What follows belongs to an exercise in optimizing a design on an open flow for small area, a short achievable clock period and few clock cycles per item; a production flow would make more cautious choices.
The RTL was checked by simulation tests, not by an equivalence proof against the original design.
Power is estimated from default activity; no workload was simulated.

$ cat flow/design.v
module oam_banked_memory #(
  parameter int                 WORD_W     = 16,
  parameter int                 BANKS      = 2,
  parameter int                 ENTRIES    = 64,
  parameter logic [WORD_W-1:0]  CLEAR_WORD = 16'hFFFF,
  localparam int                RA_W       = $clog2(ENTRIES),
  localparam int                BS_W       = $clog2(BANKS),
  localparam int                WA_W       = RA_W + BS_W
) (
  input  logic                    clk,
  input  logic                    reset,
  input  logic [WA_W-1:0]         write_addr,
  input  logic [WORD_W-1:0]       write_data,
  input  logic                    write_enable,
  output logic                    write_ready,
  input  logic                    clear_start,
  output logic                    busy,
  input  logic [RA_W-1:0]         read_addr,
  input  logic                    read_enable,
  output logic [BANKS*WORD_W-1:0] read_data,
  output logic                    read_valid
);
  localparam logic [0:0] IDLE     = 1'b0;
  localparam logic [0:0] CLEARING = 1'b1;
  logic [0:0]        state;
  logic [RA_W-1:0]   counter;
  logic [WORD_W-1:0] mem [BANKS*ENTRIES];
  logic              clearing;
  logic [BANKS-1:0]  wr_bank;
  logic [RA_W-1:0]   wr_idx;
  logic [WORD_W-1:0] wr_word;
  assign busy        = (state == CLEARING);
  assign write_ready = (state == IDLE);
  always_ff @(posedge clk) begin
    if (reset) begin
      state   <= IDLE;
      counter <= '0;
    end else begin
      case (state)
        IDLE: begin
          if (clear_start) begin
            state   <= CLEARING;
            counter <= '0;
          end
        end
        CLEARING: begin
          if (counter == RA_W'(ENTRIES - 1)) begin
            state   <= IDLE;
            counter <= '0;
          end else begin
            counter <= counter + 1'b1;
          end
        end
        default: begin
          state   <= IDLE;
          counter <= '0;
        end
      endcase
    end
  end
  always_comb begin
    clearing = (state == CLEARING) && !reset;
    wr_idx   = clearing ? counter : write_addr[WA_W-1:BS_W];
    wr_word  = clearing ? CLEAR_WORD : write_data;
    wr_bank  = '0;
    for (int b = 0; b < BANKS; b++) begin
      wr_bank[b] = clearing ||
                   (!reset && (state == IDLE) && write_enable &&
                    (write_addr[BS_W-1:0] == BS_W'(b)));
    end
  end
  always_ff @(posedge clk) begin
    for (int b = 0; b < BANKS; b++) begin
      if (wr_bank[b]) begin
        mem[{wr_idx, BS_W'(b)}] <= wr_word;
      end
    end
  end
  always_ff @(posedge clk) begin
    if (reset) begin
      read_data  <= '0;
      read_valid <= 1'b0;
    end else begin
      read_valid <= read_enable;
      if (read_enable) begin
        for (int b = 0; b < BANKS; b++) begin
          read_data[WORD_W*b +: WORD_W] <= mem[{read_addr, BS_W'(b)}];
        end
      end
    end
  end
endmodule
$ cat flow/run.sh
#!/bin/bash
# synth_recipe.tcl (not shown) runs the flow's synth.tcl, then flattens the netlist and writes it again
# the make line also repeats each setting of config.mk as NAME=value (left out here)
make -C /OpenROAD-flow-scripts/flow DESIGN_CONFIG=/design/flow/config.mk WORK_HOME=/design/flow/orfs CLKGATE_MAP_FILE= SYNTH_SCRIPT=/design/flow/synth_recipe.tcl finish
$ cat flow/config.mk
export PLATFORM = sky130hd
export DESIGN_NAME = oam_banked_memory
export DESIGN_NICKNAME = oam_banked_memory
export VERILOG_FILES = /design/flow/design.v
export SDC_FILE = /design/flow/constraint.sdc
export NUM_CORES = 4
export LEC_CHECK = 0
export CAP_MARGIN = 20
export CORE_MARGIN = 2
export CORE_UTILIZATION = 40
export SLEW_MARGIN = 20
$ cat flow/constraint.sdc
create_clock -name core_clock -period 4.0 [get_ports {clk}]
set_input_delay 0.8000 -clock core_clock [delete_from_list [all_inputs] [get_ports {clk}]]
set_output_delay 0.8000 -clock core_clock [all_outputs]
set_load 0.01 [all_outputs]
==> flow_summary.toml <==
[timing]
finalCriticalPeriod_ns = 3.16
final_hold_viol_count = 0
setup_viol = 0
rsz0062_at_grt = "false"
fin_setup_tns_ns = 0
fmax_mhz = 317
slew_headroom = 0.170
clock_skew_ns = 0.0484
final-max-slew-violation-count = 0
worstMarginPinSlew_ns = 1.21
timing.final.crit_share = 0.790

[placed_design]
gp_congestion = 0.814
dp_hpwl_mm = 129
port_buffers = 68
dp_cells = 6711

[detailed_routing]
first_pass_iters = 5
vias = 40600
drt_iter0_markers = 4782
drtAntennaViolNets = 0
wl_mm = 213
vias_per_cell = 5.72
wl_per_cell_um = 30.1
drc = 0

[worst_setup_path]
slowest_stage = "dfxtp_1"
arrival_ns = 2.36
critPathRequiredTime_ns = 3.20
timing.rr.end = "mem[25][31]$_DFFE_PP_"
cp_num_cells = 2
critical_path_buf_inv_count = 2
crit_type = "register to output pin"
end_kind = "output pin"
ff2ff_path_depth = 7
path_cells = "clkinv_1 > clkdlybuf4s50_1"
worstSetupStartpointType = "register"
rrSetupSlack_ns = 1.02
critPathMaxFanout = 13
r2r-start = "state$_SDFF_PP0_"
cp_slowest_stage_delay_ns = 0.60
cp_top_family = "buffers and inverters"

[die]
die_x_um = 455
core.rowCount = 165
start_util = 0.402
io-pin-count = 69
die_h_um = 455
fp.dieArea_um2 = 207000
core_area_um2 = 202000

[synth]
synth_ff_type = "edfxtp_1"
yosysTopAreaCellShare = 0.757
synthArstFlopShare = 0
synth_edf_count = 2048
synth_commonest_cells = "2048 x edfxtp_1, 432 x mux4_2, 185 x mux2i_1, 156 x nor2_1, 146 x nand2_1"
ys_warn_count = 1
syn_nets = 3880
ys_types = 55
syn_area_um2 = 81200
synthCells = 3845
synthTopCellsByArea = "edfxtp_1 76%, mux4_2 12%, mux2i_1 2.3%"
yosys.area.top_type = "edfxtp_1"
synth_seq_cells = 2088
synth.most_common_cell = "edfxtp_1"
syn_avg_cell_area_um2 = 21.1
ys_seq_area_frac = 0.767

[power]
sw_frac_of_total = 0.217
leakagePower_nw = 30.2
vdd_drop_max_v = 0.000495
p_comb_frac = 0.058
p_sw_mw = 10.1
power_frac_clock = 0.418
power_density_nw_per_um2 = 490
p_seq_frac = 0.524
p_int_mw = 36.4

[clock_tree]
clockBufferDepth = 3
postCtsSetupBuffers = 0
clockRootBuffer = "clkbuf_16"
cts_inserted_buffers = 204
cts_sinks = 2088
cts.clk_slew.worst_paths_ns = 0.06
clk_latency_ns = 0.85
cts.htree.levels = 4
ctsHoldBuffers = 0
cts-resized-gates = 0
cts_tree = "done"

[final_layout]
syn2layout_area_growth_pct = 16.6
final_core_util = 0.469
final_nets = 4280
drive_above_1_share = 0.286
stdcell_count = 7099

[hold_path]
holdPathStages = 2
hold_class = "register to register"
min-delay-start = "counter[3]$_SDFFE_PP0P_"
hold_end = "counter[3]$_SDFFE_PP0P_"

[grt]
grt_pass1_wl_mm = 303
grt.overflow.total = 0
grt_pass1_vias = 40200
grt_antenna_before_repair = 10
grt_max_degree = 129
grtUsageTotal = 0.206

[status]
status = "timing/DRC/antenna clean"

[job]
max_cap_viol_count = 0
-- sequential cells by signal, summed over array words and instances, names as in the netlist --
| register | count |
|---|---|
| mem | 2048 |
| state | 1 |
| read_valid | 1 |
| read_data | 32 |
| counter | 6 |
-- metrics by stage --
| step | worst slack (ns) | cell area, um2 | total power [mW] | hold slack (ns) |
|---|---|---|---|---|
| 2_1_floorplan | 0.278 | 81200 | 26.3 | 0.496 |
| 3_3_place_gp | 0.121 | 87900 | 27.5 | 0.528 |
| 3_5_place_dp | 0.134 | 87900 | 27.5 | 0.540 |
| 4_1_cts | 0.815 | 94700 | 46.8 | 0.543 |
| 5_1_grt | 0.718 | 94700 | 47.7 | 0.588 |
| 6_report | 0.842 | 94700 | 46.5 | 0.558 |
-- per-layer routing --
| layer | track usage | wire length, um | part of all wire | vias to the layer above |
|---|---|---|---|---|
| li1 | - | - | - | 16900 |
| met1 | 0.291 | 88900 | 0.42 | 21700 |
| met2 | 0.321 | 101000 | 0.47 | 1662 |
| met3 | 0.0377 | 15500 | 0.073 | 334 |
| met4 | 0.0775 | 8030 | 0.038 | 2 |
| met5 | 0 | 12 | 0.000056 | - |
-- power by group through the flow --
stage	Clock, mW	Combinational (mW)	Sequential, mW
after floorplan	0	1.48	24.8
after global placement	0	2.67	24.8
after detailed placement	0	2.70	24.8
after CTS	19.7	2.71	24.3
after global routing	20.6	2.83	24.3
final	19.4	2.69	24.3
-- logic make-up (layout without fill, tap and decap cells) --
kind of cell	Yosys count	in the layout	synth area share
simple gates	428	428	0.0239
buf+inv	247	828	0.0170
fa+ha+maj	1	1	0.000154
mux	710	710	0.156
flops	2088	2088	0.767
compound gates	371	371	0.0358
other cells	0	1	0
-- worst max path at each step --
stage,endpoint,slack [ns],start
floorplan,mem[0][10]$_DFFE_PP_,0.28,reset
global placement,read_data[25]$_SDFFE_PP0P_,0.12,read_addr[0]
detailed placement,read_data[25]$_SDFFE_PP0P_,0.13,read_addr[0]
CTS,write_ready,0.81,state$_SDFF_PP0_
global route,write_ready,0.72,state$_SDFF_PP0_
finish,write_ready,0.84,state$_SDFF_PP0_
-- cell usage in the layout, fill, tap and decap left out, types with 19 or more instances in the layout --
master	n
inv_1	22
buf_4	263
clkbuf_16	206
bufinv_16	21
nand2b_1	31
nor2_1	123
clkdlybuf4s50_1	63
nor3b_1	24
o22ai_1	33
a221oi_2	19
clkinv_2	22
edfxtp_1	2048
mux2_2	75
nor2_2	32
a221oi_1	28
nand2_1	145
a21oi_1	85
o21ai_0	23
o221a_2	22
mux4_2	432
dfxtp_1	40
clkinv_1	47
o221ai_1	21
buf_12	88
mux2i_1	185
o22a_1	24
clkbuf_1	57
-- worst reg2reg max path, delay by kind of cell, from the launching register on --
kind / cells / cell delay (ns)
compound gates: 1 / 0.38
buf+inv: 3 / 0.79
flops: 1 / 0.60
simple gates: 3 / 0.86
-- area by class of cell --
type / instances / area [um2]
fill: 16600 / 107000
sequential: 2088 / 62300
multi-input combinational: 1510 / 17800
clock buffer: 279 / 5590
timing repair buffer: 418 / 4430
tap: 2672 / 3340
clock inverter: 108 / 1220
inverter: 23 / 86.3
antenna: 1 / 2.50
Testbench counts, summed over its fixed seeds: cycles 32,129, frames 160.

[re-timing with driven ports]
No port has a modelled driver above. Below, the same layout with a new extraction and two added sets of constraints. Step 1 (the two cells are an assumption about what drives the block):
set clk [get_ports {clk}]
set_driving_cell -lib_cell sky130_fd_sc_hd__clkbuf_16 $clk
set_driving_cell -lib_cell sky130_fd_sc_hd__buf_2 [delete_from_list [all_inputs] $clk]
Step 2 times the ports against the registers' clock, not the clock port: input delays grow and output delays shrink by t, the midpoint of the rising clock arrivals with the driver on. Slacks: ideal ports / drivers / drivers and shift; pairs: ideal ports / drivers.
t, ns: 0.911
slack for setup (ns): 0.842 / 0.762 / 0.000
worst hold slack (ns): 0.558 / 0.535 / 0.558
For this run, drivers alone change the setup slack by -0.080 ns; drivers and shift together by -0.842 ns.
